Source: an optimization exercise on an open RTL-to-GDS flow (aim: small area, a short achievable clock period and few clock cycles per item). Production flows keep margins and buffers that such runs may drop.
Function was not checked in any run shown here: the RTL went through the layout flow alone.
No activity file was given, so power comes from the tool's default toggle rates.

==> flow/design.v, too long to show whole: its modules and the start of the top module <==
// module mult_16x16: 2141 lines
module mult_16x16 (
  input  logic        clk,
  input  logic        rst_n,
  input  logic        in_valid,
  output logic        in_ready,
  input  logic [15:0] in_a,
  input  logic [15:0] in_b,
  output logic        out_valid,
  input  logic        out_ready,
  output logic [31:0] out_product
);
  // ...
==> flow/flow/run.sh <==
#!/bin/bash
# Own flow: the standard layout (standard.sh), with Yosys's synth run with -noabc so the
# pre-mapping "abc -fast" pass does not run before ORFS extracts full/half adders (it leaves
# the adders with inverted polarity and an inverter on most adder-to-adder nets). The rest of
# synthesis (-nofsm -noshare via synth_recipe.tcl, flatten, rename) and every later step are the
# standard ones. Each tool's output goes to a log file in the work folder.
set -euo pipefail
extra=()
if [[ -f flow/extra.mk ]]; then
  while read -r line; do [[ -n "$line" && "$line" != \#* ]] && extra+=("$line"); done < flow/extra.mk
fi
bash standard.sh SYNTH_ARGS=-noabc "${extra[@]}" finish > standard_flow.log 2>&1
==> flow/standard.sh <==
#!/bin/bash
# synth_recipe.tcl (not shown) runs the flow's synth.tcl, then flattens the netlist and writes it again
# the make line also repeats each setting of config.mk as NAME=value (left out here)
make -C /OpenROAD-flow-scripts/flow DESIGN_CONFIG=/design/flow/config.mk WORK_HOME=/design/flow/orfs CLKGATE_MAP_FILE= SYNTH_SCRIPT=/design/flow/synth_recipe.tcl "${@:-finish}"
==> flow/config.mk <==
export PLATFORM = sky130hd
export DESIGN_NAME = mult_16x16
export DESIGN_NICKNAME = mult_16x16
export VERILOG_FILES = /design/flow/design.v
export SDC_FILE = /design/flow/constraint.sdc
export NUM_CORES = 4
export LEC_CHECK = 0
export CAP_MARGIN = 20
export CORE_MARGIN = 2
export CORE_UTILIZATION = 70
export CTS_BUF_LIST = sky130_fd_sc_hd__clkbuf_4 sky130_fd_sc_hd__clkbuf_8
export SETUP_SLACK_MARGIN = 1.6
export SLEW_MARGIN = 20
==> flow/constraint.sdc <==
create_clock -name core_clock -period 4.0 [get_ports {clk}]
set_input_delay 0.8000 -clock core_clock [delete_from_list [all_inputs] [get_ports {clk}]]
set_output_delay 0.8000 -clock core_clock [all_outputs]
set_load 0.01 [all_outputs]
==> impl_metrics.csv, run 1 <==
group,metric,value,unit
clocking,post_cts_resized,246,
global_route,grtUsageMet2,0.5064,
placed_design,pre_cts_slack,0.2378,ns
die,row_count,49,
sta,fin_crit,3.273,ns
synth,syn_nets,1132,
sta,slew-limit-headroom,0.5685,
min_path,min_from,"pp33_q1",
synth,ys_seq_area_frac,0.4340,
pwr,powerComb,3.82,mW
synth,synth_fa_ha_area_frac,0.3633,
setup_path,crit_top_cell,"fa_2",
cells_and_area,multi_input_area_share,0.5080,
synth,synth_compound_area_frac,0.02172,
setup_path,r2r_slack,0.73,ns
clocking,path_clk_slew,0.11,ns
cells_and_area,drive_above_1_share,0.3801,
pwr,power_leader,"combinational cells",
global_route,grt_overflow,0,
clocking,cts_num_sinks,185,
drt,ant_nets,0,
pwr,pg_clk,1.23,mW
die,nWellTaps,229,
flow_run,cap_violations,0,
cells_and_area,regArea,5525,um2
synth,ys_types,38,
synth,synthSimpleGateAreaFrac,0.1451,
cells_and_area,dominant_cells,"multi-input gates",
pwr,p_total,8.610,mW
pwr,p_comb_frac,0.444,
status,status,"complete, no violations",
placed_design,gp_congestion,0.8721,
pwr,p_leak,5.852,nW
pwr,p_sw,3.051,mW
drt,wl_met1,11510,um
cells_and_area,nClkBuffers,18,
pwr,peakVddDrop,0.4972,mV
setup_path,crit_end,"y860_q2",
sta,whs,0.4230,ns
synth,synth-edff-count,182,
sta,worstMarginPinSlew,0.6472,ns
die,core_area,17900,um2
placed_design,post_dp_cell_area,14030,um2
min_path,hp-class,"reg -> reg",
==> run 2: changes to the inputs <==
--- a/flow/design.v
+++ b/flow/design.v
@@ -897,150 +897,157 @@
   logic y877;
   logic y878;
   logic y879;
   logic pp33_q1;
   logic pp33_q2;
   logic pp33_q3;
   logic pp288_q1;
   logic pp288_q2;
+  logic c308_q1;
+  logic s313_q1;
+  logic c314_q1;
   logic s315_q1;
-  logic s317_q1;
+  logic c316_q1;
+  logic s323_q1;
+  logic s325_q1;
   logic c326_q1;
-  logic s327_q1;
-  logic c328_q1;
-  logic s329_q1;
-  logic c330_q1;
   logic s337_q1;
   logic s339_q1;
   logic c340_q1;
   logic s353_q1;
+  logic c354_q1;
   logic s355_q1;
   logic c356_q1;
+  logic s367_q1;
+  logic s369_q1;
   logic s371_q1;
   logic c372_q1;
-  logic s373_q1;
-  logic c374_q1;
   logic s387_q1;
   logic s389_q1;
   logic s391_q1;
   logic c392_q1;
+  logic c396_q2;
+  logic c398_q2;
   logic s409_q1;
   logic s411_q1;
   logic s413_q1;
   logic c414_q1;
+  logic s417_q2;
   logic c418_q2;
-  logic c420_q2;
   logic s433_q1;
   logic s435_q1;
   logic c436_q1;
   logic s437_q1;
   logic c438_q1;
   logic s441_q2;
+  logic c442_q2;
+  logic s455_q1;
+  logic s457_q1;
+  logic s459_q1;
   logic s461_q1;
   logic c462_q1;
-  logic s463_q1;
-  logic c464_q1;
-  logic s469_q2;
-  logic c470_q2;
+  logic s467_q2;
   logic s483_q1;
   logic s485_q1;
+  logic c486_q1;
   logic s487_q1;
   logic c488_q1;
   logic s489_q1;
   logic c490_q1;
+  logic c496_q2;
   logic s497_q2;
+  logic c498_q2;
+  logic s509_q1;
+  logic s511_q1;
   logic s513_q1;
   logic s515_q1;
   logic c516_q1;
-  logic s517_q1;
-  logic c518_q1;
   logic s523_q2;
-  logic s525_q2;
-  logic c526_q2;
   logic s537_q1;
   logic s539_q1;
   logic s541_q1;
   logic c542_q1;
   logic s543_q1;
   logic c544_q1;
   logic s551_q2;
-  logic c552_q2;
+  logic s561_q1;
+  logic s563_q1;
+  logic s565_q1;
   logic s567_q1;
   logic c568_q1;
-  logic s569_q1;
-  logic c570_q1;
-  logic s575_q2;
+  logic c576_q2;
   logic s587_q1;
   logic s589_q1;
   logic c590_q1;
   logic s591_q1;
   logic c592_q1;
+  logic s597_q2;
+  logic c598_q2;
   logic s607_q1;
   logic s609_q1;
+  logic c610_q1;
   logic s611_q1;
   logic c612_q1;
+  logic s617_q2;
   logic c618_q2;
+  logic s625_q1;
+  logic s627_q1;
   logic s629_q1;
   logic c630_q1;
-  logic s631_q1;
-  logic c632_q1;
   logic s635_q2;
-  logic c636_q2;
   logic s645_q1;
   logic s647_q1;
   logic c648_q1;
-  logic s651_q2;
+  logic c652_q2;
   logic s657_q1;
   logic s659_q1;
   logic c660_q1;
   logic s661_q1;
   logic c662_q1;
+  logic s665_q2;
   logic s671_q1;
+  logic c672_q1;
   logic s673_q1;
   logic c674_q1;
-  logic s685_q1;
-  logic c686_q1;
+  logic c678_q2;
+  logic s681_q1;
+  logic s683_q1;
+  logic s687_q2;
   logic c688_q2;
   logic s691_q1;
   logic c692_q1;
   logic s693_q1;
   logic c694_q1;
   logic s695_q2;
   logic s699_q1;
+  logic c702_q2;
   logic s705_q1;
+  logic s705_q2;
+  logic c706_q1;
+  logic c706_q2;
+  logic s707_q1;
+  logic s707_q2;
   logic c708_q1;
   logic c708_q2;
   logic h709_q1;
   logic h709_q2;
   logic h709_q3;
   logic h717_q1;
   logic g718_q1;
-  logic h731_q2;
-  logic g732_q2;
-  logic h745_q2;
-  logic g746_q2;
-  logic h747_q2;
-  logic g748_q2;
-  logic h753_q2;
-  logic g754_q2;
+  logic h743_q2;
+  logic g744_q2;
+  logic h751_q2;
+  logic g752_q2;
   logic h755_q2;
-  logic h757_q2;
-  logic g758_q2;
+  logic g756_q2;
   logic h761_q2;
   logic g762_q2;
-  logic h763_q2;
-  logic g764_q2;
-  logic h765_q1;
-  logic h765_q2;
-  logic g766_q1;
-  logic g766_q2;
   logic G774_q1;
   logic G788_q2;
-  logic G801_q2;
   logic G850_q3;
   logic y851_q1;
   logic y851_q2;
   logic y851_q3;
   logic y852_q1;
   logic y852_q2;
   logic y852_q3;
   logic y853_q1;
@@ -1370,96 +1377,96 @@
   assign s289 = pp35 ^ pp50;
   assign c290 = pp35 & pp50;
   assign s291 = pp36 ^ pp51 ^ pp66;
   assign c292 = (pp36 & pp51) | (pp36 & pp66) | (pp51 & pp66);
   assign s293 = pp81 ^ c290;
   assign c294 = pp81 & c290;
   assign s295 = pp37 ^ pp52 ^ pp67;
   assign c296 = (pp37 & pp52) | (pp37 & pp67) | (pp52 & pp67);
-  assign s297 = pp82 ^ pp97 ^ c292;
-  assign c298 = (pp82 & pp97) | (pp82 & c292) | (pp97 & c292);
-  assign s299 = c294 ^ s295;
-  assign c300 = c294 & s295;
+  assign s297 = pp82 ^ pp97 ^ c294;
+  assign c298 = (pp82 & pp97) | (pp82 & c294) | (pp97 & c294);
+  assign s299 = c292 ^ s295;
+  assign c300 = c292 & s295;
   assign s301 = pp38 ^ pp53 ^ pp68;
   assign c302 = (pp38 & pp53) | (pp38 & pp68) | (pp53 & pp68);
   assign s303 = pp83 ^ pp98 ^ pp113;
   assign c304 = (pp83 & pp98) | (pp83 & pp113) | (pp98 & pp113);
   assign s305 = c296 ^ s301 ^ s303;
   assign c306 = (c296 & s301) | (c296 & s303) | (s301 & s303);
   assign s307 = c300 ^ c298;
   assign c308 = c300 & c298;
   assign s309 = pp39 ^ pp54 ^ pp69;
   assign c310 = (pp39 & pp54) | (pp39 & pp69) | (pp54 & pp69);
   assign s311 = pp84 ^ pp99 ^ pp114;
   assign c312 = (pp84 & pp99) | (pp84 & pp114) | (pp99 & pp114);
   assign s313 = pp129 ^ c302 ^ c304;
   assign c314 = (pp129 & c302) | (pp129 & c304) | (c302 & c304);
   assign s315 = s309 ^ s311 ^ c306;
   assign c316 = (s309 & s311) | (s309 & c306) | (s311 & c306);
-  assign s317 = s313 ^ c308;
-  assign c318 = s313 & c308;
+  assign s317 = s313_q1 ^ c308_q1;
+  assign c318 = s313_q1 & c308_q1;
   assign s319 = pp40 ^ pp55 ^ pp70;
   assign c320 = (pp40 & pp55) | (pp40 & pp70) | (pp55 & pp70);
   assign s321 = pp85 ^ pp100 ^ pp115;
   assign c322 = (pp85 & pp100) | (pp85 & pp115) | (pp100 & pp115);
   assign s323 = pp130 ^ pp145 ^ c310;
   assign c324 = (pp130 & pp145) | (pp130 & c310) | (pp145 & c310);
   assign s325 = c312 ^ s319 ^ s321;
   assign c326 = (c312 & s319) | (c312 & s321) | (s319 & s321);
-  assign s327 = c314 ^ s323 ^ s325;
-  assign c328 = (c314 & s323) | (c314 & s325) | (s323 & s325);
-  assign s329 = c318 ^ c316;
-  assign c330 = c318 & c316;
+  assign s327 = c314_q1 ^ s323_q1 ^ s325_q1;
+  assign c328 = (c314_q1 & s323_q1) | (c314_q1 & s325_q1) | (s323_q1 & s325_q1);
+  assign s329 = c318 ^ c316_q1;
+  assign c330 = c318 & c316_q1;
   assign s331 = pp41 ^ pp56 ^ pp71;
   assign c332 = (pp41 & pp56) | (pp41 & pp71) | (pp56 & pp71);
   assign s333 = pp86 ^ pp101 ^ pp116;
   assign c334 = (pp86 & pp101) | (pp86 & pp116) | (pp101 & pp116);
   assign s335 = pp131 ^ pp146 ^ pp161;
   assign c336 = (pp131 & pp146) | (pp131 & pp161) | (pp146 & pp161);
   assign s337 = c320 ^ c322 ^ s331;
   assign c338 = (c320 & c322) | (c320 & s331) | (c322 & s331);
   assign s339 = s333 ^ s335 ^ c324;
   assign c340 = (s333 & s335) | (s333 & c324) | (s335 & c324);
   assign s341 = c326_q1 ^ s337_q1 ^ s339_q1;
   assign c342 = (c326_q1 & s337_q1) | (c326_q1 & s339_q1) | (s337_q1 & s339_q1);
-  assign s343 = c328_q1 ^ c330_q1;
-  assign c344 = c328_q1 & c330_q1;
+  assign s343 = c328 ^ c330;
+  assign c344 = c328 & c330;
   assign s345 = pp42 ^ pp57 ^ pp72;
   assign c346 = (pp42 & pp57) | (pp42 & pp72) | (pp57 & pp72);
   assign s347 = pp87 ^ pp102 ^ pp117;
   assign c348 = (pp87 & pp102) | (pp87 & pp117) | (pp102 & pp117);
   assign s349 = pp132 ^ pp147 ^ pp162;
   assign c350 = (pp132 & pp147) | (pp132 & pp162) | (pp147 & pp162);
   assign s351 = pp177 ^ c332 ^ c334;
   assign c352 = (pp177 & c332) | (pp177 & c334) | (c332 & c334);
   assign s353 = c336 ^ s345 ^ s347;
   assign c354 = (c336 & s345) | (c336 & s347) | (s345 & s347);
   assign s355 = s349 ^ c338 ^ s351;
   assign c356 = (s349 & c338) | (s349 & s351) | (c338 & s351);
   assign s357 = s353_q1 ^ c340_q1 ^ s355_q1;
   assign c358 = (s353_q1 & c340_q1) | (s353_q1 & s355_q1) | (c340_q1 & s355_q1);
-  assign s359 = c342 ^ c344;
-  assign c360 = c342 & c344;
+  assign s359 = c344 ^ c342;
+  assign c360 = c344 & c342;
   assign s361 = pp43 ^ pp58 ^ pp73;
   assign c362 = (pp43 & pp58) | (pp43 & pp73) | (pp58 & pp73);
   assign s363 = pp88 ^ pp103 ^ pp118;
   assign c364 = (pp88 & pp103) | (pp88 & pp118) | (pp103 & pp118);
   assign s365 = pp133 ^ pp148 ^ pp163;
   assign c366 = (pp133 & pp148) | (pp133 & pp163) | (pp148 & pp163);
   assign s367 = pp178 ^ pp193 ^ c346;
   assign c368 = (pp178 & pp193) | (pp178 & c346) | (pp193 & c346);
   assign s369 = c348 ^ c350 ^ s361;
   assign c370 = (c348 & c350) | (c348 & s361) | (c350 & s361);
   assign s371 = s363 ^ s365 ^ c352;
   assign c372 = (s363 & s365) | (s363 & c352) | (s365 & c352);
-  assign s373 = c354 ^ s367 ^ s369;
-  assign c374 = (c354 & s367) | (c354 & s369) | (s367 & s369);
-  assign s375 = c356_q1 ^ s371_q1 ^ s373_q1;
-  assign c376 = (c356_q1 & s371_q1) | (c356_q1 & s373_q1) | (s371_q1 & s373_q1);
+  assign s373 = c354_q1 ^ s367_q1 ^ s369_q1;
+  assign c374 = (c354_q1 & s367_q1) | (c354_q1 & s369_q1) | (s367_q1 & s369_q1);
+  assign s375 = c356_q1 ^ s371_q1 ^ s373;
+  assign c376 = (c356_q1 & s371_q1) | (c356_q1 & s373) | (s371_q1 & s373);
   assign s377 = c358 ^ c360;
   assign c378 = c358 & c360;
   assign s379 = pp44 ^ pp59 ^ pp74;
   assign c380 = (pp44 & pp59) | (pp44 & pp74) | (pp59 & pp74);
   assign s381 = pp89 ^ pp104 ^ pp119;
   assign c382 = (pp89 & pp104) | (pp89 & pp119) | (pp104 & pp119);
   assign s383 = pp134 ^ pp149 ^ pp164;
   assign c384 = (pp134 & pp149) | (pp134 & pp164) | (pp149 & pp164);
@@ -1468,18 +1475,18 @@
   assign s387 = c362 ^ c364 ^ c366;
   assign c388 = (c362 & c364) | (c362 & c366) | (c364 & c366);
   assign s389 = s379 ^ s381 ^ s383;
   assign c390 = (s379 & s381) | (s379 & s383) | (s381 & s383);
   assign s391 = s385 ^ c368 ^ c370;
   assign c392 = (s385 & c368) | (s385 & c370) | (c368 & c370);
   assign s393 = s387_q1 ^ s389_q1 ^ c372_q1;
   assign c394 = (s387_q1 & s389_q1) | (s387_q1 & c372_q1) | (s389_q1 & c372_q1);
-  assign s395 = c374_q1 ^ s391_q1 ^ s393;
-  assign c396 = (c374_q1 & s391_q1) | (c374_q1 & s393) | (s391_q1 & s393);
+  assign s395 = c374 ^ s391_q1 ^ s393;
+  assign c396 = (c374 & s391_q1) | (c374 & s393) | (s391_q1 & s393);
   assign s397 = c376 ^ c378;
   assign c398 = c376 & c378;
   assign s399 = pp45 ^ pp60 ^ pp75;
   assign c400 = (pp45 & pp60) | (pp45 & pp75) | (pp60 & pp75);
   assign s401 = pp90 ^ pp105 ^ pp120;
   assign c402 = (pp90 & pp105) | (pp90 & pp120) | (pp105 & pp120);
   assign s403 = pp135 ^ pp150 ^ pp165;
   assign c404 = (pp135 & pp150) | (pp135 & pp165) | (pp150 & pp165);
@@ -1492,18 +1499,18 @@
   assign s411 = s401 ^ s403 ^ s405;
   assign c412 = (s401 & s403) | (s401 & s405) | (s403 & s405);
   assign s413 = c388 ^ c390 ^ s407;
   assign c414 = (c388 & c390) | (c388 & s407) | (c390 & s407);
   assign s415 = s409_q1 ^ s411_q1 ^ c392_q1;
   assign c416 = (s409_q1 & s411_q1) | (s409_q1 & c392_q1) | (s411_q1 & c392_q1);
   assign s417 = s413_q1 ^ c394 ^ s415;
   assign c418 = (s413_q1 & c394) | (s413_q1 & s415) | (c394 & s415);
-  assign s419 = c396 ^ s417;
-  assign c420 = c396 & s417;
+  assign s419 = c396_q2 ^ c398_q2;
+  assign c420 = c396_q2 & c398_q2;
   assign s421 = pp46 ^ pp61 ^ pp76;
   assign c422 = (pp46 & pp61) | (pp46 & pp76) | (pp61 & pp76);
   assign s423 = pp91 ^ pp106 ^ pp121;
   assign c424 = (pp91 & pp106) | (pp91 & pp121) | (pp106 & pp121);
   assign s425 = pp136 ^ pp151 ^ pp166;
   assign c426 = (pp136 & pp151) | (pp136 & pp166) | (pp151 & pp166);
   assign s427 = pp181 ^ pp196 ^ pp211;
   assign c428 = (pp181 & pp196) | (pp181 & pp211) | (pp196 & pp211);
@@ -1536,24 +1543,24 @@
   assign s455 = c422 ^ c424 ^ c426;
   assign c456 = (c422 & c424) | (c422 & c426) | (c424 & c426);
   assign s457 = c428 ^ s445 ^ s447;
   assign c458 = (c428 & s445) | (c428 & s447) | (s445 & s447);
   assign s459 = s449 ^ s451 ^ s453;
   assign c460 = (s449 & s451) | (s449 & s453) | (s451 & s453);
   assign s461 = c430 ^ c432 ^ c434;
   assign c462 = (c430 & c432) | (c430 & c434) | (c432 & c434);
-  assign s463 = s455 ^ s457 ^ s459;
-  assign c464 = (s455 & s457) | (s455 & s459) | (s457 & s459);
+  assign s463 = s455_q1 ^ s457_q1 ^ s459_q1;
+  assign c464 = (s455_q1 & s457_q1) | (s455_q1 & s459_q1) | (s457_q1 & s459_q1);
   assign s465 = c436_q1 ^ c438_q1 ^ s461_q1;
   assign c466 = (c436_q1 & c438_q1) | (c436_q1 & s461_q1) | (c438_q1 & s461_q1);
-  assign s467 = s463_q1 ^ c440 ^ s465;
-  assign c468 = (s463_q1 & c440) | (s463_q1 & s465) | (c440 & s465);
-  assign s469 = c442 ^ s467;
-  assign c470 = c442 & s467;
+  assign s467 = s463 ^ c440 ^ s465;
+  assign c468 = (s463 & c440) | (s463 & s465) | (c440 & s465);
+  assign s469 = c442_q2 ^ s467_q2;
+  assign c470 = c442_q2 & s467_q2;
   assign s471 = pp48 ^ pp63 ^ pp78;
   assign c472 = (pp48 & pp63) | (pp48 & pp78) | (pp63 & pp78);
   assign s473 = pp93 ^ pp108 ^ pp123;
   assign c474 = (pp93 & pp108) | (pp93 & pp123) | (pp108 & pp123);
   assign s475 = pp138 ^ pp153 ^ pp168;
   assign c476 = (pp138 & pp153) | (pp138 & pp168) | (pp153 & pp168);
   assign s477 = pp183 ^ pp198 ^ pp213;
   assign c478 = (pp183 & pp198) | (pp183 & pp213) | (pp198 & pp213);
@@ -1566,18 +1573,18 @@
   assign s485 = s471 ^ s473 ^ s475;
   assign c486 = (s471 & s473) | (s471 & s475) | (s473 & s475);
   assign s487 = s477 ^ s479 ^ c456;
   assign c488 = (s477 & s479) | (s477 & c456) | (s479 & c456);
   assign s489 = c458 ^ c460 ^ s481;
   assign c490 = (c458 & c460) | (c458 & s481) | (c460 & s481);
   assign s491 = s483_q1 ^ s485_q1 ^ c462_q1;
   assign c492 = (s483_q1 & s485_q1) | (s483_q1 & c462_q1) | (s485_q1 & c462_q1);
-  assign s493 = s487_q1 ^ c464_q1 ^ s489_q1;
-  assign c494 = (s487_q1 & c464_q1) | (s487_q1 & s489_q1) | (c464_q1 & s489_q1);
+  assign s493 = s487_q1 ^ c464 ^ s489_q1;
+  assign c494 = (s487_q1 & c464) | (s487_q1 & s489_q1) | (c464 & s489_q1);
   assign s495 = c466 ^ s491 ^ s493;
   assign c496 = (c466 & s491) | (c466 & s493) | (s491 & s493);
   assign s497 = c468 ^ s495;
   assign c498 = c468 & s495;
   assign s499 = pp64 ^ pp79 ^ pp94;
   assign c500 = (pp64 & pp79) | (pp64 & pp94) | (pp79 & pp94);
   assign s501 = pp109 ^ pp124 ^ pp139;
   assign c502 = (pp109 & pp124) | (pp109 & pp139) | (pp124 & pp139);
@@ -1590,26 +1597,26 @@
   assign s509 = c472 ^ c474 ^ c476;
   assign c510 = (c472 & c474) | (c472 & c476) | (c474 & c476);
   assign s511 = c478 ^ c480 ^ s499;
   assign c512 = (c478 & c480) | (c478 & s499) | (c480 & s499);
   assign s513 = s501 ^ s503 ^ s505;
   assign c514 = (s501 & s503) | (s501 & s505) | (s503 & s505);
   assign s515 = s507 ^ c482 ^ c484;
   assign c516 = (s507 & c482) | (s507 & c484) | (c482 & c484);
-  assign s517 = c486 ^ s509 ^ s511;
-  assign c518 = (c486 & s509) | (c486 & s511) | (s509 & s511);
+  assign s517 = c486_q1 ^ s509_q1 ^ s511_q1;
+  assign c518 = (c486_q1 & s509_q1) | (c486_q1 & s511_q1) | (s509_q1 & s511_q1);
   assign s519 = s513_q1 ^ c488_q1 ^ c490_q1;
   assign c520 = (s513_q1 & c488_q1) | (s513_q1 & c490_q1) | (c488_q1 & c490_q1);
-  assign s521 = s515_q1 ^ s517_q1 ^ c492;
-  assign c522 = (s515_q1 & s517_q1) | (s515_q1 & c492) | (s517_q1 & c492);
+  assign s521 = s515_q1 ^ s517 ^ c492;
+  assign c522 = (s515_q1 & s517) | (s515_q1 & c492) | (s517 & c492);
   assign s523 = c494 ^ s519 ^ s521;
   assign c524 = (c494 & s519) | (c494 & s521) | (s519 & s521);
-  assign s525 = c496 ^ c498;
-  assign c526 = c496 & c498;
+  assign s525 = c496_q2 ^ c498_q2;
+  assign c526 = c496_q2 & c498_q2;
   assign s527 = pp80 ^ pp95 ^ pp110;
   assign c528 = (pp80 & pp95) | (pp80 & pp110) | (pp95 & pp110);
   assign s529 = pp125 ^ pp140 ^ pp155;
   assign c530 = (pp125 & pp140) | (pp125 & pp155) | (pp140 & pp155);
   assign s531 = pp170 ^ pp185 ^ pp200;
   assign c532 = (pp170 & pp185) | (pp170 & pp200) | (pp185 & pp200);
   assign s533 = pp215 ^ pp230 ^ pp245;
   assign c534 = (pp215 & pp230) | (pp215 & pp245) | (pp230 & pp245);
@@ -1620,18 +1627,18 @@
   assign s539 = c508 ^ s527 ^ s529;
   assign c540 = (c508 & s527) | (c508 & s529) | (s527 & s529);
   assign s541 = s531 ^ s533 ^ c510;
   assign c542 = (s531 & s533) | (s531 & c510) | (s533 & c510);
   assign s543 = c512 ^ c514 ^ s535;
   assign c544 = (c512 & c514) | (c512 & s535) | (c514 & s535);
   assign s545 = s537_q1 ^ s539_q1 ^ c516_q1;
   assign c546 = (s537_q1 & s539_q1) | (s537_q1 & c516_q1) | (s539_q1 & c516_q1);
-  assign s547 = s541_q1 ^ c518_q1 ^ s543_q1;
-  assign c548 = (s541_q1 & c518_q1) | (s541_q1 & s543_q1) | (c518_q1 & s543_q1);
+  assign s547 = s541_q1 ^ c518 ^ s543_q1;
+  assign c548 = (s541_q1 & c518) | (s541_q1 & s543_q1) | (c518 & s543_q1);
   assign s549 = c520 ^ s545 ^ s547;
   assign c550 = (c520 & s545) | (c520 & s547) | (s545 & s547);
   assign s551 = c522 ^ s549 ^ c524;
   assign c552 = (c522 & s549) | (c522 & c524) | (s549 & c524);
   assign s553 = pp96 ^ pp111 ^ pp126;
   assign c554 = (pp96 & pp111) | (pp96 & pp126) | (pp111 & pp126);
   assign s555 = pp141 ^ pp156 ^ pp171;
   assign c556 = (pp141 & pp156) | (pp141 & pp171) | (pp156 & pp171);
@@ -1642,22 +1649,22 @@
   assign s561 = pp276 ^ c528 ^ c530;
   assign c562 = (pp276 & c528) | (pp276 & c530) | (c528 & c530);
   assign s563 = c532 ^ c534 ^ s553;
   assign c564 = (c532 & c534) | (c532 & s553) | (c534 & s553);
   assign s565 = s555 ^ s557 ^ s559;
   assign c566 = (s555 & s557) | (s555 & s559) | (s557 & s559);
   assign s567 = c536 ^ c538 ^ c540;
   assign c568 = (c536 & c538) | (c536 & c540) | (c538 & c540);
-  assign s569 = s561 ^ s563 ^ s565;
-  assign c570 = (s561 & s563) | (s561 & s565) | (s563 & s565);
+  assign s569 = s561_q1 ^ s563_q1 ^ s565_q1;
+  assign c570 = (s561_q1 & s563_q1) | (s561_q1 & s565_q1) | (s563_q1 & s565_q1);
   assign s571 = c542_q1 ^ c544_q1 ^ s567_q1;
   assign c572 = (c542_q1 & c544_q1) | (c542_q1 & s567_q1) | (c544_q1 & s567_q1);
-  assign s573 = s569_q1 ^ c546 ^ c548;
-  assign c574 = (s569_q1 & c546) | (s569_q1 & c548) | (c546 & c548);
+  assign s573 = s569 ^ c546 ^ c548;
+  assign c574 = (s569 & c546) | (s569 & c548) | (c546 & c548);
   assign s575 = s571 ^ c550 ^ s573;
   assign c576 = (s571 & c550) | (s571 & s573) | (c550 & s573);
   assign s577 = pp112 ^ pp127 ^ pp142;
   assign c578 = (pp112 & pp127) | (pp112 & pp142) | (pp127 & pp142);
   assign s579 = pp157 ^ pp172 ^ pp187;
   assign c580 = (pp157 & pp172) | (pp157 & pp187) | (pp172 & pp187);
   assign s581 = pp202 ^ pp217 ^ pp232;
   assign c582 = (pp202 & pp217) | (pp202 & pp232) | (pp217 & pp232);
@@ -1668,18 +1675,18 @@
   assign s587 = c560 ^ s577 ^ s579;
   assign c588 = (c560 & s577) | (c560 & s579) | (s577 & s579);
   assign s589 = s581 ^ s583 ^ c562;
   assign c590 = (s581 & s583) | (s581 & c562) | (s583 & c562);
   assign s591 = c564 ^ c566 ^ s585;
   assign c592 = (c564 & c566) | (c564 & s585) | (c566 & s585);
   assign s593 = s587_q1 ^ c568_q1 ^ s589_q1;
   assign c594 = (s587_q1 & c568_q1) | (s587_q1 & s589_q1) | (c568_q1 & s589_q1);
-  assign s595 = c570_q1 ^ s591_q1 ^ c572;
-  assign c596 = (c570_q1 & s591_q1) | (c570_q1 & c572) | (s591_q1 & c572);
+  assign s595 = c570 ^ s591_q1 ^ c572;
+  assign c596 = (c570 & s591_q1) | (c570 & c572) | (s591_q1 & c572);
   assign s597 = s593 ^ c574 ^ s595;
   assign c598 = (s593 & c574) | (s593 & s595) | (c574 & s595);
   assign s599 = pp128 ^ pp143 ^ pp158;
   assign c600 = (pp128 & pp143) | (pp128 & pp158) | (pp143 & pp158);
   assign s601 = pp173 ^ pp188 ^ pp203;
   assign c602 = (pp173 & pp188) | (pp173 & pp203) | (pp188 & pp203);
   assign s603 = pp218 ^ pp233 ^ pp248;
   assign c604 = (pp218 & pp233) | (pp218 & pp248) | (pp233 & pp248);
@@ -1704,38 +1711,38 @@
   assign s623 = pp234 ^ pp249 ^ pp264;
   assign c624 = (pp234 & pp249) | (pp234 & pp264) | (pp249 & pp264);
   assign s625 = pp279 ^ c600 ^ c602;
   assign c626 = (pp279 & c600) | (pp279 & c602) | (c600 & c602);
   assign s627 = c604 ^ s619 ^ s621;
   assign c628 = (c604 & s619) | (c604 & s621) | (s619 & s621);
   assign s629 = s623 ^ c606 ^ c608;
   assign c630 = (s623 & c606) | (s623 & c608) | (c606 & c608);
-  assign s631 = c610 ^ s625 ^ s627;
-  assign c632 = (c610 & s625) | (c610 & s627) | (s625 & s627);
-  assign s633 = c612_q1 ^ s629_q1 ^ s631_q1;
-  assign c634 = (c612_q1 & s629_q1) | (c612_q1 & s631_q1) | (s629_q1 & s631_q1);
+  assign s631 = c610_q1 ^ s625_q1 ^ s627_q1;
+  assign c632 = (c610_q1 & s625_q1) | (c610_q1 & s627_q1) | (s625_q1 & s627_q1);
+  assign s633 = c612_q1 ^ s629_q1 ^ s631;
+  assign c634 = (c612_q1 & s629_q1) | (c612_q1 & s631) | (s629_q1 & s631);
   assign s635 = c614 ^ s633 ^ c616;
   assign c636 = (c614 & s633) | (c614 & c616) | (s633 & c616);
   assign s637 = pp160 ^ pp175 ^ pp190;
   assign c638 = (pp160 & pp175) | (pp160 & pp190) | (pp175 & pp190);
   assign s639 = pp205 ^ pp220 ^ pp235;
   assign c640 = (pp205 & pp220) | (pp205 & pp235) | (pp220 & pp235);
   assign s641 = pp250 ^ pp265 ^ pp280;
   assign c642 = (pp250 & pp265) | (pp250 & pp280) | (pp265 & pp280);
   assign s643 = c620 ^ c622 ^ c624;
   assign c644 = (c620 & c622) | (c620 & c624) | (c622 & c624);
   assign s645 = s637 ^ s639 ^ s641;
   assign c646 = (s637 & s639) | (s637 & s641) | (s639 & s641);
   assign s647 = c626 ^ c628 ^ s643;
   assign c648 = (c626 & c628) | (c626 & s643) | (c628 & s643);
-  assign s649 = s645_q1 ^ c630_q1 ^ c632_q1;
-  assign c650 = (s645_q1 & c630_q1) | (s645_q1 & c632_q1) | (c630_q1 & c632_q1);
-  assign s651 = s647_q1 ^ c634 ^ s649;
-  assign c652 = (s647_q1 & c634) | (s647_q1 & s649) | (c634 & s649);
+  assign s649 = s645_q1 ^ c630_q1 ^ c632;
+  assign c650 = (s645_q1 & c630_q1) | (s645_q1 & c632) | (c630_q1 & c632);
+  assign s651 = s647_q1 ^ s649 ^ c634;
+  assign c652 = (s647_q1 & s649) | (s647_q1 & c634) | (s649 & c634);
   assign s653 = pp176 ^ pp191 ^ pp206;
   assign c654 = (pp176 & pp191) | (pp176 & pp206) | (pp191 & pp206);
   assign s655 = pp221 ^ pp236 ^ pp251;
   assign c656 = (pp221 & pp236) | (pp221 & pp251) | (pp236 & pp251);
   assign s657 = pp266 ^ pp281 ^ c638;
   assign c658 = (pp266 & pp281) | (pp266 & c638) | (pp281 & c638);
   assign s659 = c640 ^ c642 ^ s653;
   assign c660 = (c640 & c642) | (c640 & s653) | (c642 & s653);
@@ -1758,28 +1765,28 @@
   assign s677 = s673_q1 ^ c664 ^ s675;
   assign c678 = (s673_q1 & c664) | (s673_q1 & s675) | (c664 & s675);
   assign s679 = pp208 ^ pp223 ^ pp238;
   assign c680 = (pp208 & pp223) | (pp208 & pp238) | (pp223 & pp238);
   assign s681 = pp253 ^ pp268 ^ pp283;
   assign c682 = (pp253 & pp268) | (pp253 & pp283) | (pp268 & pp283);
   assign s683 = c668 ^ c670 ^ s679;
   assign c684 = (c668 & c670) | (c668 & s679) | (c670 & s679);
-  assign s685 = s681 ^ c672 ^ s683;
-  assign c686 = (s681 & c672) | (s681 & s683) | (c672 & s683);
-  assign s687 = c674_q1 ^ s685_q1 ^ c676;
-  assign c688 = (c674_q1 & s685_q1) | (c674_q1 & c676) | (s685_q1 & c676);
+  assign s685 = s681_q1 ^ c672_q1 ^ s683_q1;
+  assign c686 = (s681_q1 & c672_q1) | (s681_q1 & s683_q1) | (c672_q1 & s683_q1);
+  assign s687 = c674_q1 ^ s685 ^ c676;
+  assign c688 = (c674_q1 & s685) | (c674_q1 & c676) | (s685 & c676);
   assign s689 = pp224 ^ pp239 ^ pp254;
   assign c690 = (pp224 & pp239) | (pp224 & pp254) | (pp239 & pp254);
   assign s691 = pp269 ^ pp284 ^ c680;
   assign c692 = (pp269 & pp284) | (pp269 & c680) | (pp284 & c680);
   assign s693 = c682 ^ s689 ^ c684;
   assign c694 = (c682 & s689) | (c682 & c684) | (s689 & c684);
-  assign s695 = s691_q1 ^ c686_q1 ^ s693_q1;
-  assign c696 = (s691_q1 & c686_q1) | (s691_q1 & s693_q1) | (c686_q1 & s693_q1);
+  assign s695 = s691_q1 ^ c686 ^ s693_q1;
+  assign c696 = (s691_q1 & c686) | (s691_q1 & s693_q1) | (c686 & s693_q1);
   assign s697 = pp240 ^ pp255 ^ pp270;
   assign c698 = (pp240 & pp255) | (pp240 & pp270) | (pp255 & pp270);
   assign s699 = pp285 ^ c690 ^ s697;
   assign c700 = (pp285 & c690) | (pp285 & s697) | (c690 & s697);
   assign s701 = c692_q1 ^ s699_q1 ^ c694_q1;
   assign c702 = (c692_q1 & s699_q1) | (c692_q1 & c694_q1) | (s699_q1 & c694_q1);
   assign s703 = pp256 ^ pp271 ^ pp286;
   assign c704 = (pp256 & pp271) | (pp256 & pp286) | (pp271 & pp286);
@@ -1792,126 +1799,126 @@
   assign h711 = pp65 ^ s289;
   assign g712 = pp65 & s289;
   assign h713 = s291 ^ s293;
   assign g714 = s291 & s293;
   assign h715 = s297 ^ s299;
   assign g716 = s297 & s299;
   assign h717 = s305 ^ s307;
   assign g718 = s305 & s307;
-  assign h719 = s315_q1 ^ s317_q1;
-  assign g720 = s315_q1 & s317_q1;
-  assign h721 = s327_q1 ^ s329_q1;
-  assign g722 = s327_q1 & s329_q1;
+  assign h719 = s315_q1 ^ s317;
+  assign g720 = s315_q1 & s317;
+  assign h721 = s327 ^ s329;
+  assign g722 = s327 & s329;
   assign h723 = s341 ^ s343;
   assign g724 = s341 & s343;
   assign h725 = s357 ^ s359;
   assign g726 = s357 & s359;
   assign h727 = s375 ^ s377;
   assign g728 = s375 & s377;
   assign h729 = s395 ^ s397;
   assign g730 = s395 & s397;
-  assign h731 = c398 ^ s419;
-  assign g732 = c398 & s419;
-  assign h733 = c420_q2 ^ s443;
-  assign g734 = c420_q2 & s443;
-  assign h735 = c444 ^ s469_q2;
-  assign g736 = c444 & s469_q2;
-  assign h737 = c470_q2 ^ s497_q2;
-  assign g738 = c470_q2 & s497_q2;
-  assign h739 = s523_q2 ^ s525_q2;
-  assign g740 = s523_q2 & s525_q2;
-  assign h741 = c526_q2 ^ s551_q2;
-  assign g742 = c526_q2 & s551_q2;
-  assign h743 = c552_q2 ^ s575_q2;
-  assign g744 = c552_q2 & s575_q2;
-  assign h745 = c576 ^ s597;
-  assign g746 = c576 & s597;
-  assign h747 = c598 ^ s617;
-  assign g748 = c598 & s617;
+  assign h731 = s417_q2 ^ s419;
+  assign g732 = s417_q2 & s419;
+  assign h733 = c420 ^ s443;
+  assign g734 = c420 & s443;
+  assign h735 = c444 ^ s469;
+  assign g736 = c444 & s469;
+  assign h737 = c470 ^ s497_q2;
+  assign g738 = c470 & s497_q2;
+  assign h739 = s523_q2 ^ s525;
+  assign g740 = s523_q2 & s525;
+  assign h741 = c526 ^ s551_q2;
+  assign g742 = c526 & s551_q2;
+  assign h743 = c552 ^ s575;
+  assign g744 = c552 & s575;
+  assign h745 = c576_q2 ^ s597_q2;
+  assign g746 = c576_q2 & s597_q2;
+  assign h747 = c598_q2 ^ s617_q2;
+  assign g748 = c598_q2 & s617_q2;
   assign h749 = c618_q2 ^ s635_q2;
   assign g750 = c618_q2 & s635_q2;
-  assign h751 = c636_q2 ^ s651_q2;
-  assign g752 = c636_q2 & s651_q2;
-  assign h753 = c652 ^ s665;
-  assign g754 = c652 & s665;
+  assign h751 = c636 ^ s651;
+  assign g752 = c636 & s651;
+  assign h753 = c652_q2 ^ s665_q2;
+  assign g754 = c652_q2 & s665_q2;
   assign h755 = c666 ^ s677;
   assign g756 = c666 & s677;
-  assign h757 = c678 ^ s687;
-  assign g758 = c678 & s687;
+  assign h757 = c678_q2 ^ s687_q2;
+  assign g758 = c678_q2 & s687_q2;
   assign h759 = c688_q2 ^ s695_q2;
   assign g760 = c688_q2 & s695_q2;
   assign h761 = c696 ^ s701;
   assign g762 = c696 & s701;
-  assign h763 = c702 ^ s705_q1;
-  assign g764 = c702 & s705_q1;
-  assign h765 = c706 ^ s707;
-  assign g766 = c706 & s707;
+  assign h763 = c702_q2 ^ s705_q2;
+  assign g764 = c702_q2 & s705_q2;
+  assign h765 = c706_q2 ^ s707_q2;
+  assign g766 = c706_q2 & s707_q2;
   assign h767 = pp288_q2 ^ c708_q2;
   assign g768 = pp288_q2 & c708_q2;
   assign G770 = g712 | (h711 & g710);
   assign G772 = g714 | (h713 & G770);
   assign G774 = g716 | (h715 & G772);
   assign G776 = g718_q1 | (h717_q1 & G774_q1);
   assign G778 = g720 | (h719 & G776);
   assign G780 = g722 | (h721 & G778);
   assign G782 = g724 | (h723 & G780);
   assign G784 = g726 | (h725 & G782);
   assign G786 = g728 | (h727 & G784);
   assign G788 = g730 | (h729 & G786);
-  assign G790 = g732_q2 | (h731_q2 & G788_q2);
+  assign G790 = g732 | (h731 & G788_q2);
   assign G791 = g736 | (h735 & g734);
   assign P792 = h735 & h733;
   assign G793 = g740 | (h739 & g738);
   assign P794 = h739 & h737;
-  assign G795 = g744 | (h743 & g742);
-  assign P796 = h743 & h741;
-  assign G797 = g748_q2 | (h747_q2 & g746_q2);
-  assign P798 = h747_q2 & h745_q2;
-  assign G799 = g752 | (h751 & g750);
-  assign P800 = h751 & h749;
-  assign G801 = g756 | (h755 & g754);
-  assign P802 = h755_q2 & h753_q2;
-  assign G803 = g760 | (h759 & g758_q2);
-  assign P804 = h759 & h757_q2;
-  assign G805 = g764_q2 | (h763_q2 & g762_q2);
-  assign P806 = h763_q2 & h761_q2;
-  assign G807 = g768 | (h767 & g766_q2);
-  assign P808 = h767 & h765_q2;
+  assign G795 = g744_q2 | (h743_q2 & g742);
+  assign P796 = h743_q2 & h741;
+  assign G797 = g748 | (h747 & g746);
+  assign P798 = h747 & h745;
+  assign G799 = g752_q2 | (h751_q2 & g750);
+  assign P800 = h751_q2 & h749;
+  assign G801 = g756_q2 | (h755_q2 & g754);
+  assign P802 = h755_q2 & h753;
+  assign G803 = g760 | (h759 & g758);
+  assign P804 = h759 & h757;
+  assign G805 = g764 | (h763 & g762_q2);
+  assign P806 = h763 & h761_q2;
+  assign G807 = g768 | (h767 & g766);
+  assign P808 = h767 & h765;
   assign G809 = g734 | (h733 & G790);
   assign G810 = G791 | (P792 & G790);
   assign G811 = g742 | (h741 & G793);
   assign P812 = h741 & P794;
   assign G813 = G795 | (P796 & G793);
   assign P814 = P796 & P794;
   assign G815 = g750 | (h749 & G797);
   assign P816 = h749 & P798;
   assign G817 = G799 | (P800 & G797);
   assign P818 = P800 & P798;
-  assign G819 = g758_q2 | (h757_q2 & G801_q2);
-  assign P820 = h757_q2 & P802;
-  assign G821 = G803 | (P804 & G801_q2);
+  assign G819 = g758 | (h757 & G801);
+  assign P820 = h757 & P802;
+  assign G821 = G803 | (P804 & G801);
   assign P822 = P804 & P802;
-  assign G823 = g766_q2 | (h765_q2 & G805);
-  assign P824 = h765_q2 & P806;
+  assign G823 = g766 | (h765 & G805);
+  assign P824 = h765 & P806;
   assign G825 = G807 | (P808 & G805);
   assign P826 = P808 & P806;
   assign G827 = g738 | (h737 & G810);
   assign G828 = G793 | (P794 & G810);
   assign G829 = G811 | (P812 & G810);
   assign G830 = G813 | (P814 & G810);
-  assign G831 = g754_q2 | (h753_q2 & G817);
-  assign P832 = h753_q2 & P818;
-  assign G833 = G801_q2 | (P802 & G817);
+  assign G831 = g754 | (h753 & G817);
+  assign P832 = h753 & P818;
+  assign G833 = G801 | (P802 & G817);
   assign P834 = P802 & P818;
   assign G835 = G819 | (P820 & G817);
   assign P836 = P820 & P818;
   assign G837 = G821 | (P822 & G817);
   assign P838 = P822 & P818;
-  assign G839 = g746_q2 | (h745_q2 & G830);
+  assign G839 = g746 | (h745 & G830);
   assign G840 = G797 | (P798 & G830);
   assign G841 = G815 | (P816 & G830);
   assign G842 = G817 | (P818 & G830);
   assign G843 = G831 | (P832 & G830);
   assign G844 = G833 | (P834 & G830);
   assign G845 = G835 | (P836 & G830);
   assign G846 = G837 | (P838 & G830);
   assign G847 = g762_q2 | (h761_q2 & G846);
@@ -1923,181 +1930,188 @@
   assign y853 = h715 ^ G772;
   assign y854 = h717_q1 ^ G774_q1;
   assign y855 = h719 ^ G776;
   assign y856 = h721 ^ G778;
   assign y857 = h723 ^ G780;
   assign y858 = h725 ^ G782;
   assign y859 = h727 ^ G784;
   assign y860 = h729 ^ G786;
-  assign y861 = h731_q2 ^ G788_q2;
+  assign y861 = h731 ^ G788_q2;
   assign y862 = h733 ^ G790;
   assign y863 = h735 ^ G809;
   assign y864 = h737 ^ G810;
   assign y865 = h739 ^ G827;
   assign y866 = h741 ^ G828;
-  assign y867 = h743 ^ G829;
-  assign y868 = h745_q2 ^ G830;
-  assign y869 = h747_q2 ^ G839;
+  assign y867 = h743_q2 ^ G829;
+  assign y868 = h745 ^ G830;
+  assign y869 = h747 ^ G839;
   assign y870 = h749 ^ G840;
-  assign y871 = h751 ^ G841;
-  assign y872 = h753_q2 ^ G842;
+  assign y871 = h751_q2 ^ G841;
+  assign y872 = h753 ^ G842;
   assign y873 = h755_q2 ^ G843;
-  assign y874 = h757_q2 ^ G844;
+  assign y874 = h757 ^ G844;
   assign y875 = h759 ^ G845;
   assign y876 = h761_q2 ^ G846;
-  assign y877 = h763_q2 ^ G847;
-  assign y878 = h765_q2 ^ G848;
+  assign y877 = h763 ^ G847;
+  assign y878 = h765 ^ G848;
   assign y879 = h767 ^ G849;
   always_ff @(posedge clk) begin
     if (ld[0]) begin
       pp33_q1 <= pp33;
       pp288_q1 <= pp288;
+      c308_q1 <= c308;
+      s313_q1 <= s313;
+      c314_q1 <= c314;
       s315_q1 <= s315;
-      s317_q1 <= s317;
+      c316_q1 <= c316;
+      s323_q1 <= s323;
+      s325_q1 <= s325;
       c326_q1 <= c326;
-      s327_q1 <= s327;
-      c328_q1 <= c328;
-      s329_q1 <= s329;
-      c330_q1 <= c330;
       s337_q1 <= s337;
       s339_q1 <= s339;
       c340_q1 <= c340;
       s353_q1 <= s353;
+      c354_q1 <= c354;
       s355_q1 <= s355;
       c356_q1 <= c356;
+      s367_q1 <= s367;
+      s369_q1 <= s369;
       s371_q1 <= s371;
       c372_q1 <= c372;
-      s373_q1 <= s373;
-      c374_q1 <= c374;
       s387_q1 <= s387;
       s389_q1 <= s389;
       s391_q1 <= s391;
       c392_q1 <= c392;
       s409_q1 <= s409;
       s411_q1 <= s411;
       s413_q1 <= s413;
       c414_q1 <= c414;
       s433_q1 <= s433;
       s435_q1 <= s435;
       c436_q1 <= c436;
       s437_q1 <= s437;
       c438_q1 <= c438;
+      s455_q1 <= s455;
+      s457_q1 <= s457;
+      s459_q1 <= s459;
       s461_q1 <= s461;
       c462_q1 <= c462;
-      s463_q1 <= s463;
-      c464_q1 <= c464;
       s483_q1 <= s483;
       s485_q1 <= s485;
+      c486_q1 <= c486;
       s487_q1 <= s487;
       c488_q1 <= c488;
       s489_q1 <= s489;
       c490_q1 <= c490;
+      s509_q1 <= s509;
+      s511_q1 <= s511;
       s513_q1 <= s513;
       s515_q1 <= s515;
       c516_q1 <= c516;
-      s517_q1 <= s517;
-      c518_q1 <= c518;
       s537_q1 <= s537;
       s539_q1 <= s539;
       s541_q1 <= s541;
       c542_q1 <= c542;
       s543_q1 <= s543;
       c544_q1 <= c544;
+      s561_q1 <= s561;
+      s563_q1 <= s563;
+      s565_q1 <= s565;
       s567_q1 <= s567;
       c568_q1 <= c568;
-      s569_q1 <= s569;
-      c570_q1 <= c570;
       s587_q1 <= s587;
       s589_q1 <= s589;
       c590_q1 <= c590;
       s591_q1 <= s591;
       c592_q1 <= c592;
       s607_q1 <= s607;
       s609_q1 <= s609;
+      c610_q1 <= c610;
       s611_q1 <= s611;
       c612_q1 <= c612;
+      s625_q1 <= s625;
+      s627_q1 <= s627;
       s629_q1 <= s629;
       c630_q1 <= c630;
-      s631_q1 <= s631;
-      c632_q1 <= c632;
       s645_q1 <= s645;
       s647_q1 <= s647;
       c648_q1 <= c648;
       s657_q1 <= s657;
       s659_q1 <= s659;
       c660_q1 <= c660;
       s661_q1 <= s661;
       c662_q1 <= c662;
       s671_q1 <= s671;
+      c672_q1 <= c672;
       s673_q1 <= s673;
       c674_q1 <= c674;
-      s685_q1 <= s685;
-      c686_q1 <= c686;
+      s681_q1 <= s681;
+      s683_q1 <= s683;
       s691_q1 <= s691;
       c692_q1 <= c692;
       s693_q1 <= s693;
       c694_q1 <= c694;
       s699_q1 <= s699;
       s705_q1 <= s705;
+      c706_q1 <= c706;
+      s707_q1 <= s707;
       c708_q1 <= c708;
       h709_q1 <= h709;
       h717_q1 <= h717;
       g718_q1 <= g718;
-      h765_q1 <= h765;
-      g766_q1 <= g766;
       G774_q1 <= G774;
       y851_q1 <= y851;
       y852_q1 <= y852;
       y853_q1 <= y853;
     end
   end
   always_ff @(posedge clk) begin
     if (ld[1]) begin
       pp33_q2 <= pp33_q1;
       pp288_q2 <= pp288_q1;
+      c396_q2 <= c396;
+      c398_q2 <= c398;
+      s417_q2 <= s417;
       c418_q2 <= c418;
-      c420_q2 <= c420;
       s441_q2 <= s441;
-      s469_q2 <= s469;
-      c470_q2 <= c470;
+      c442_q2 <= c442;
+      s467_q2 <= s467;
+      c496_q2 <= c496;
       s497_q2 <= s497;
+      c498_q2 <= c498;
       s523_q2 <= s523;
-      s525_q2 <= s525;
-      c526_q2 <= c526;
       s551_q2 <= s551;
-      c552_q2 <= c552;
-      s575_q2 <= s575;
+      c576_q2 <= c576;
+      s597_q2 <= s597;
+      c598_q2 <= c598;
+      s617_q2 <= s617;
       c618_q2 <= c618;
       s635_q2 <= s635;
-      c636_q2 <= c636;
-      s651_q2 <= s651;
+      c652_q2 <= c652;
+      s665_q2 <= s665;
+      c678_q2 <= c678;
+      s687_q2 <= s687;
       c688_q2 <= c688;
       s695_q2 <= s695;
+      c702_q2 <= c702;
+      s705_q2 <= s705_q1;
+      c706_q2 <= c706_q1;
+      s707_q2 <= s707_q1;
       c708_q2 <= c708_q1;
       h709_q2 <= h709_q1;
-      h731_q2 <= h731;
-      g732_q2 <= g732;
-      h745_q2 <= h745;
-      g746_q2 <= g746;
-      h747_q2 <= h747;
-      g748_q2 <= g748;
-      h753_q2 <= h753;
-      g754_q2 <= g754;
+      h743_q2 <= h743;
+      g744_q2 <= g744;
+      h751_q2 <= h751;
+      g752_q2 <= g752;
       h755_q2 <= h755;
-      h757_q2 <= h757;
-      g758_q2 <= g758;
+      g756_q2 <= g756;
       h761_q2 <= h761;
       g762_q2 <= g762;
-      h763_q2 <= h763;
-      g764_q2 <= g764;
-      h765_q2 <= h765_q1;
-      g766_q2 <= g766_q1;
       G788_q2 <= G788;
-      G801_q2 <= G801;
       y851_q2 <= y851_q1;
       y852_q2 <= y852_q1;
       y853_q2 <= y853_q1;
       y854_q2 <= y854;
       y855_q2 <= y855;
       y856_q2 <= y856;
       y857_q2 <= y857;
       y858_q2 <= y858;
==> run 2 against run 1 <==
Register-to-register slack gained 0.02 ns. Sequential cell count grew 7. Clock power grew 5%. Setup slack gained 0.025 ns. Die area grew 1.1%. Critical endpoint unchanged. Cell area shrank 1.1%. Non-clock buffer count shrank 17. Still clean on timing, DRC and antenna. Synthesized cell count shrank 0.94%. Combinational power grew 5.2%.
==> impl_metrics.csv, run 2 <==
group,metric,value,unit
status,status,"complete, no violations",
clocking,root_buffer,"clkbuf_8",
drt,routedWlPerCell,25.33,um
clocking,cts_num_sinks,192,
synth,synth.most_common_cell,"and2_1",
min_path,min_from,"y857_q2",
pwr,seqPwrFrac,0.406,
pwr,p_comb_frac,0.450,
synth,synth-edff-count,189,
sta,setup_violations,0,
setup_path,critPathSlowestCell,"edfxtp_1",
drt,wl_met1,11720,um
cells_and_area,regMostFlops,"v",
placed_design,io_buffer_count,69,
sta,skew,0.01938,ns
clocking,clk_latency,0.47,ns
global_route,grt_pass1_vias,7928,
die,die_h,139.6,um
pwr,p_int,5.869,mW
clocking,ctsHoldBuffers,0,
die,core_area,18020,um2
drt,wl_met2,13570,um
setup_path,crit_top_cell,"fa_2",
setup_path,critPathArrivalTime,3.47,ns
setup_path,endpoint_kind,"flip-flop",
drt,ant_nets,0,
synth,synthTopCellsByCount,"and2_1, fa_1, edfxtp_1",
setup_path,cpPeakStageDelay,0.40,ns
sta,hold_violations,0,
sta,whs,0.4238,ns
clocking,clockBufferDepth,2,
sta,slew-limit-headroom,0.4114,
min_path,hold_end,"y857_q3",
placed_design,post_dp_cell_area,14110,um2
global_route,grt.total_usage,0.3094,
synth,yosys_warnings,1,
pwr,switching_share,0.3424,
min_path,whs_path_depth,0,
cells_and_area,drive_above_1_share,0.3418,
pwr,peakVddDrop,0.5759,mV
clocking,cts_buffers,17,
sta,fin_crit,3.248,ns
synth,yosys.area.top_type,"edfxtp_1",
sta,fin_tns_setup,0,ns
global_route,antenna_found_initial,2,
setup_path,crit_type,"reg -> reg",
setup_path,reg2reg_from,"G774_q1",
clocking,path_clk_slew,0.10,ns
pwr,power.density,606.0,nW/um2
sta,timing.final.ws_setup,0.7517,ns
sta,worstMarginPinSlew,0.8829,ns
sta,slew_viol_final,0,
min_path,hp-class,"reg -> reg",
synth,async_flop_share,0,
synth,syn_area,12880,um2
pwr,p_sw,3.055,mW
die,start_util,0.7145,
setup_path,cp_top_family,"adder cells",
global_route,grt_overflow,0,
synth,ys_seq_elements,192,
cells_and_area,final_cell_mix,"and2_1, edfxtp_1, fa_2, fa_1, and2_4",
setup_path,worstPathMaxFanout,1,
cells_and_area,syn_to_final_growth,14.35,%
global_route,grt_pass1_wl,44280,um
synth,ys_types,38,
cells_and_area,fin_area,14730,um2
pwr,power_frac_clock,0.144,
sta,clock.fmax,307.9,MHz
synth,syn_nets,1123,
die,die_area,19500,um2
drt,wl_met3,2751,um
synth,postSynthAreaPerCell,15.30,um2
synth,postSynthCellCount,842,
die,row_count,49,
sta,period_share,0.8121,
setup_path,cp-start-kind,"flip-flop",
placed_design,pre_cts_slack,0.3232,ns
cells_and_area,num_antenna_cells,0,
sta,rsz0062_at_grt,"true",
drt,viasPerCell,6.165,
placed_design,dp_hpwl,19810,um
drt,drc,0,
synth,ys.flop_type,"edfxtp_1",
die,die_w,139.6,um
setup_path,r2r_slack,0.75,ns
clocking,cts_tree,"built",
synth,netlist.area_leader.share,0.4407,
setup_path,regToRegEndpoint,"y860_q2",
setup_path,path_buf_inv,0,
cells_and_area,fin_util,0.8170,
setup_path,crit_path_cell_trace,"ha_2, or2_4, fa_2, fa_2, fa_2, fa_2, fa_2, fa_2",
placed_design,gp_congestion,0.8952,
drt,vias,6966,
drt,drt_wl_total,28630,um
drt,dr.pass1.iters,5,
clocking,h-tree-depth,4,
setup_path,rr_worst_depth,8,
drt,initialDrtViolationCount,570,
flow_run,cap_violations,0,
pwr,p_leak,5.774,nW
cells_and_area,largest_reg_flops,3,
drt,highest_layer,"met5",
die,io_pins,70,
synth,synth_area_leaders,"edfxtp_1, fa_1, and2_1",
cells_and_area,fillers,903,
synth,ys_seq_area_frac,0.4454,
setup_path,required,4.22,ns
cells_and_area,final_common_cell,"and2_1",
cells_and_area,final_nets,1169,
global_route,grt_max_degree,70,
==> run 2: cell count changes after synthesis, sizes merged, moves of 4 or more <==
cell,before,now
edfxtp,182,189
nand2,10,6
nand3,8,4
or2,5,1
==> run 2: layout make-up <==
cell class,instances,area [um2],share of cell area
Multi-Input combinational cell,576,7468,0.5071
Sequential cell,192,5736,0.3895
Timing Repair Buffer,91,789.5,0.05361
Tap cell,229,286.5,0.01946
Clock buffer,19,261.5,0.01776
Clock inverter,13,147.6,0.01003
Inverter,10,37.54,0.002549
==> run 2: repair_timing <==
action / in CTS / in global routing
pin swaps: 18 / 25
endpoints found under the hold margin: 0 / 0
gates cloned: 1 / 0
gates resized for setup: 187 / 48
setup endpoints to repair: 122 / 35
buffers inserted: 11 / 4
==> run 2: worst max path at each step <==
stage                  start  endpoint  slack, ns  cells after the start
CTS                  G774_q1   y860_q2       0.75                      8
floorplan            h717_q1   y860_q2       0.90                      8
global placement    in_a[11]   s437_q1       0.36                      5
global route         G774_q1   y860_q2       0.68                      8
finish               G774_q1   y860_q2       0.75                      8
detailed placement  in_b[13]   s647_q1       0.32                      5
==> run 2: kinds of logic after synthesis <==
group,share of synthesized area
DFF,0.4454
AOI/OAI and AO/OA,0.02254
buffers and inverters,0.03090
and+or+nand+nor,0.1338
adders and majority gates,0.3593
xor gates and xnor gates,0.008161
==> run 2: routing by layer <==
layer / up-vias / global-route usage
li1: 2862 / -
met1: 3678 / 0.4332
met2: 366 / 0.4835
met3: 58 / 0.1008
met4: 2 / 0.08105
met5: - / 0
==> run 2: per-stage QoR <==
stage / total power [mW] / instances
2_1_floorplan: 5.978 / 842
3_3_place_gp: 6.799 / 1082
3_5_place_dp: 7.123 / 1082
4_1_cts: 8.601 / 1126
5_1_grt: 9.518 / 1130
6_report: 8.924 / 1130
==> run 2: power groups by stage <==
stage	registers (mW)	clock network (mW)	logic [mW]
6_report	3.62	1.29	4.02
5_1_grt	3.68	1.36	4.47
4_1_cts	3.61	1.30	3.69
3_5_place_dp	3.64	0	3.48
3_3_place_gp	3.59	0	3.21
2_1_floorplan	3.52	0	2.46

what the ideal ports hide:
Ports are ideal in the flow. The routed layouts listed here were re-timed in OpenROAD. Step 1 (the two cells are an assumption about what drives the block):
set clk [get_ports {clk}]
set_driving_cell -lib_cell sky130_fd_sc_hd__clkbuf_16 $clk
set_driving_cell -lib_cell sky130_fd_sc_hd__buf_2 [delete_from_list [all_inputs] $clk]
Step 2 also shifts input and output timing later by t, the mid clock arrival at the registers, as if the neighbouring blocks saw the same clock. a / b / c = ideal ports / drivers / drivers and shift; a / b = the first two.
run | t, ns | slack for setup (ns) | slew at the worst register clock pin (ns)
run 1 | 0.505 | 0.727 / 0.727 / 0.727 | 0.12 / 0.12
run 2 | 0.497 | 0.752 / 0.752 / 0.752 | 0.11 / 0.11
After both steps every run listed still meets setup and hold.
